Source: an optimization exercise on an open RTL-to-GDS flow (aim: small area, a short achievable clock period and few clock cycles per item). Production flows keep margins and buffers that such runs may drop. Only simulation tests tie the RTL to the original design; equivalence was not proved.

## epoch_seconds_to_calendar_unit
module epoch_seconds_to_calendar_unit (
  input  logic                            clk,
  input  logic                            rst_n,
  input  logic                            cfg_wr_en,
  input  logic signed [esc_pkg::TZ_W-1:0] cfg_wr_data,
  input  logic                            in_valid,
  output logic                            in_ready,
  input  logic [esc_pkg::EPOCH_W-1:0]     in_epoch_seconds,
  output logic                            out_valid,
  input  logic                            out_ready,
  output logic                            out_valid_res,
  output logic [5:0]                      out_second,
  output logic [5:0]                      out_minute,
  output logic [4:0]                      out_hour,
  output logic [4:0]                      out_day_of_month,
  output logic [3:0]                      out_month,
  output logic [11:0]                     out_year,
  output logic [2:0]                      out_weekday,
  output logic [8:0]                      out_day_of_year
);
For scale: about 240 flip-flops, about 95 I/O pins, roughly 18,000 um2 of cells after synthesis.
export LEC_CHECK = 0
export CAP_MARGIN = 20
export CORE_MARGIN = 2
export CORE_UTILIZATION = 40
export SETUP_SLACK_MARGIN = 4.5
export SLEW_MARGIN = 20
create_clock -name core_clock -period 10.0 [get_ports {clk}]
standard.sh (not shown) runs the stock make flow with config.mk's settings and CLKGATE_MAP_FILE= SYNTH_SCRIPT=/design/flow/synth_recipe.tcl, a recipe that flattens the netlist after the stock synthesis.
==> flow/flow/run.sh <==
#!/bin/bash
set -e
bash standard.sh "BUFFER_PORTS_ARGS=-buffer_cell sky130_fd_sc_hd__buf_1" finish > standard.log 2>&1
Testbench counts at the start, summed over its fixed seeds: cycles 2,632, items 2,560.
Then changed:
--- a/flow/design.v
+++ b/flow/design.v
@@ -203,76 +203,73 @@
   assign mlo_w = 2'(x_w / 6'd15);
   assign xr_w  = 4'(x_w % 6'd15);
   logic [15:0] d0_w;
   assign d0_w = {s2_q3, q3lo_w[7:3]};
   assign c_w  = (d0_w >= DAY_2100_MAR + 16'd1) || (d0_w == DAY_2100_MAR && !dn_w) ||
                 (d0_w == DAY_2100_MAR - 16'd1 && up_w);
+  logic [9:0]  ys_w;
+  assign ys_w = 10'(s2_q3[10:1]) - 10'(s2_q3[10:3]) - 10'(s2_q3[10:5])
+              + 10'(s2_q3[10:7]) + 10'd8;
   logic [15:0] s3_d0;
+  logic [7:0]  s3_ye;
   logic        s3_up;
   logic        s3_dn;
   logic        s3_c;
   logic [4:0]  s3_hour;
   logic        s3_neg;
   logic [5:0]  s3_min;
   logic [5:0]  s3_sec;
   always_ff @(posedge clk) begin
     if (adv) begin
       s3_d0   <= d0_w;
+      s3_ye   <= ys_w[9:2];
       s3_up   <= up_w;
       s3_dn   <= dn_w;
       s3_c    <= c_w;
       s3_hour <= hour_w;
       s3_neg  <= dn_w && (d0_w == 16'd0);
       s3_min  <= {c20_w[7:4], mlo_w};
       s3_sec  <= {xr_w, s2_lo[1:0]};
     end
   end
-  logic [20:0] ybias_w;
-  logic [20:0] p_w;
+  logic [9:0]  dme_w;
   logic [5:0]  ws_w;
   logic [3:0]  ws2_w;
   logic [2:0]  wd_w;
-  always_comb begin
-    case ({s3_c, s3_up, s3_dn})
-      3'b001:  ybias_w = 21'd15045;
-      3'b010:  ybias_w = 21'd15089;
-      3'b101:  ybias_w = 21'd15066;
-      3'b100:  ybias_w = 21'd15089;
-      3'b110:  ybias_w = 21'd15111;
-      default: ybias_w = 21'd15067;
-    endcase
-  end
-  assign p_w = 21'({s3_d0, 5'd0}) - 21'({s3_d0, 3'd0}) - 21'({s3_d0, 1'b0})
-             + 21'(s3_d0[15:1]) - 21'(s3_d0[15:4]) - 21'(s3_d0[15:7])
-             - 21'(s3_d0[15:10]) - 21'(s3_d0[15:12]) + ybias_w;
+  assign dme_w = s3_d0[9:0] + 10'd671 + 10'(s3_up) - 10'(s3_dn) + 10'(s3_c)
+               - {s3_ye, 8'd0} - {1'b0, s3_ye, 7'd0} + {2'b00, s3_ye, 4'd0}
+               + {1'b0, s3_ye, 1'b0} + 10'(s3_ye) - 10'(s3_ye[7:2]);
   assign ws_w  = 6'(s3_d0[2:0]) + 6'(s3_d0[5:3]) + 6'(s3_d0[8:6]) + 6'(s3_d0[11:9])
                + 6'(s3_d0[14:12]) + 6'(s3_d0[15]) + 6'd4 + 6'(s3_up) - 6'(s3_dn);
   assign ws2_w = 4'(ws_w[2:0]) + 4'(ws_w[5:3]);
   assign wd_w  = (ws2_w >= 4'd7) ? 3'(ws2_w - 4'd7) : ws2_w[2:0];
-  logic [7:0]  s4_y;
-  logic [8:0]  s4_d;      
+  logic [7:0]  s4_y;      
+  logic [9:0]  s4_dm;     
   logic [2:0]  s4_wd;
   logic [4:0]  s4_hour;
   logic        s4_neg;
   logic [5:0]  s4_min;
   logic [5:0]  s4_sec;
   always_ff @(posedge clk) begin
     if (adv) begin
-      s4_y    <= p_w[20:13];
-      s4_d    <= s3_d0[8:0] + 9'(s3_up) - 9'(s3_dn) + 9'(s3_c);
+      s4_y    <= s3_ye;
+      s4_dm   <= dme_w;
       s4_wd   <= wd_w;
       s4_hour <= s3_hour;
       s4_neg  <= s3_neg;
       s4_min  <= s3_min;
       s4_sec  <= s3_sec;
     end
   end
+  logic        back_w;
+  logic [7:0]  y_w;
   logic [8:0]  dm_w;
   logic [3:0]  mp_w;
-  assign dm_w = s4_d + 9'd159 + 9'({s4_y, 7'd0}) + 9'({s4_y, 4'd0}) + 9'({s4_y, 1'b0})
-              + 9'(s4_y) - 9'(s4_y[7:2]);
+  assign back_w = s4_dm[9];
+  assign y_w    = s4_y - 8'(back_w);
+  assign dm_w   = back_w ? s4_dm[8:0] + 9'd365 + 9'(s4_y[1:0] == 2'b00) : s4_dm[8:0];
   always_comb begin
     mp_w = 4'd0;
     for (int m = 1; m < 12; m++) begin
       if (dm_w >= mstart(4'(m))) mp_w = 4'(m);
     end
   end
@@ -283,13 +280,13 @@
   logic [4:0]  s5_hour;
   logic        s5_neg;
   logic [5:0]  s5_min;
   logic [5:0]  s5_sec;
   always_ff @(posedge clk) begin
     if (adv) begin
-      s5_y    <= s4_y;
+      s5_y    <= y_w;
       s5_dm   <= dm_w;
       s5_mp   <= mp_w;
       s5_wd   <= s4_wd;
       s5_hour <= s4_hour;
       s5_neg  <= s4_neg;
       s5_min  <= s4_min;
Outcome:
- fmax falls by 0.74%
- clock-buffer cell count rises by 8
- design area falls by 5.3%
- worst setup slack got worse by 40 ps
- die area falls by 6.3%
- sequential cell count rises by 9
Testbench counts after the change, summed over its fixed seeds: cycles 2,632, items 2,560.

## what the ideal ports hide
The results above use ideal ports. As a check the final layouts listed here were re-extracted and re-timed, cells and wires unchanged.
Step 1 assumes that a clkbuf_16 drives the clock port and a buf_2 every other input.
Step 2, shift: input delay + t, output delay - t, t = (earliest + latest rising clock arrival at the registers) / 2. This alone moves slack from input paths to output paths.
Slacks: ideal / step 1 / step 2; pairs: ideal / step 1.
run	t (ns)	slack for setup (ns)	pins driven straight from the clock port
the first run	0.593	4.642 / 4.642 / 4.642	1
the second run	0.607	4.602 / 4.602 / 4.602	1
After both steps setup and hold are still met in every run listed.
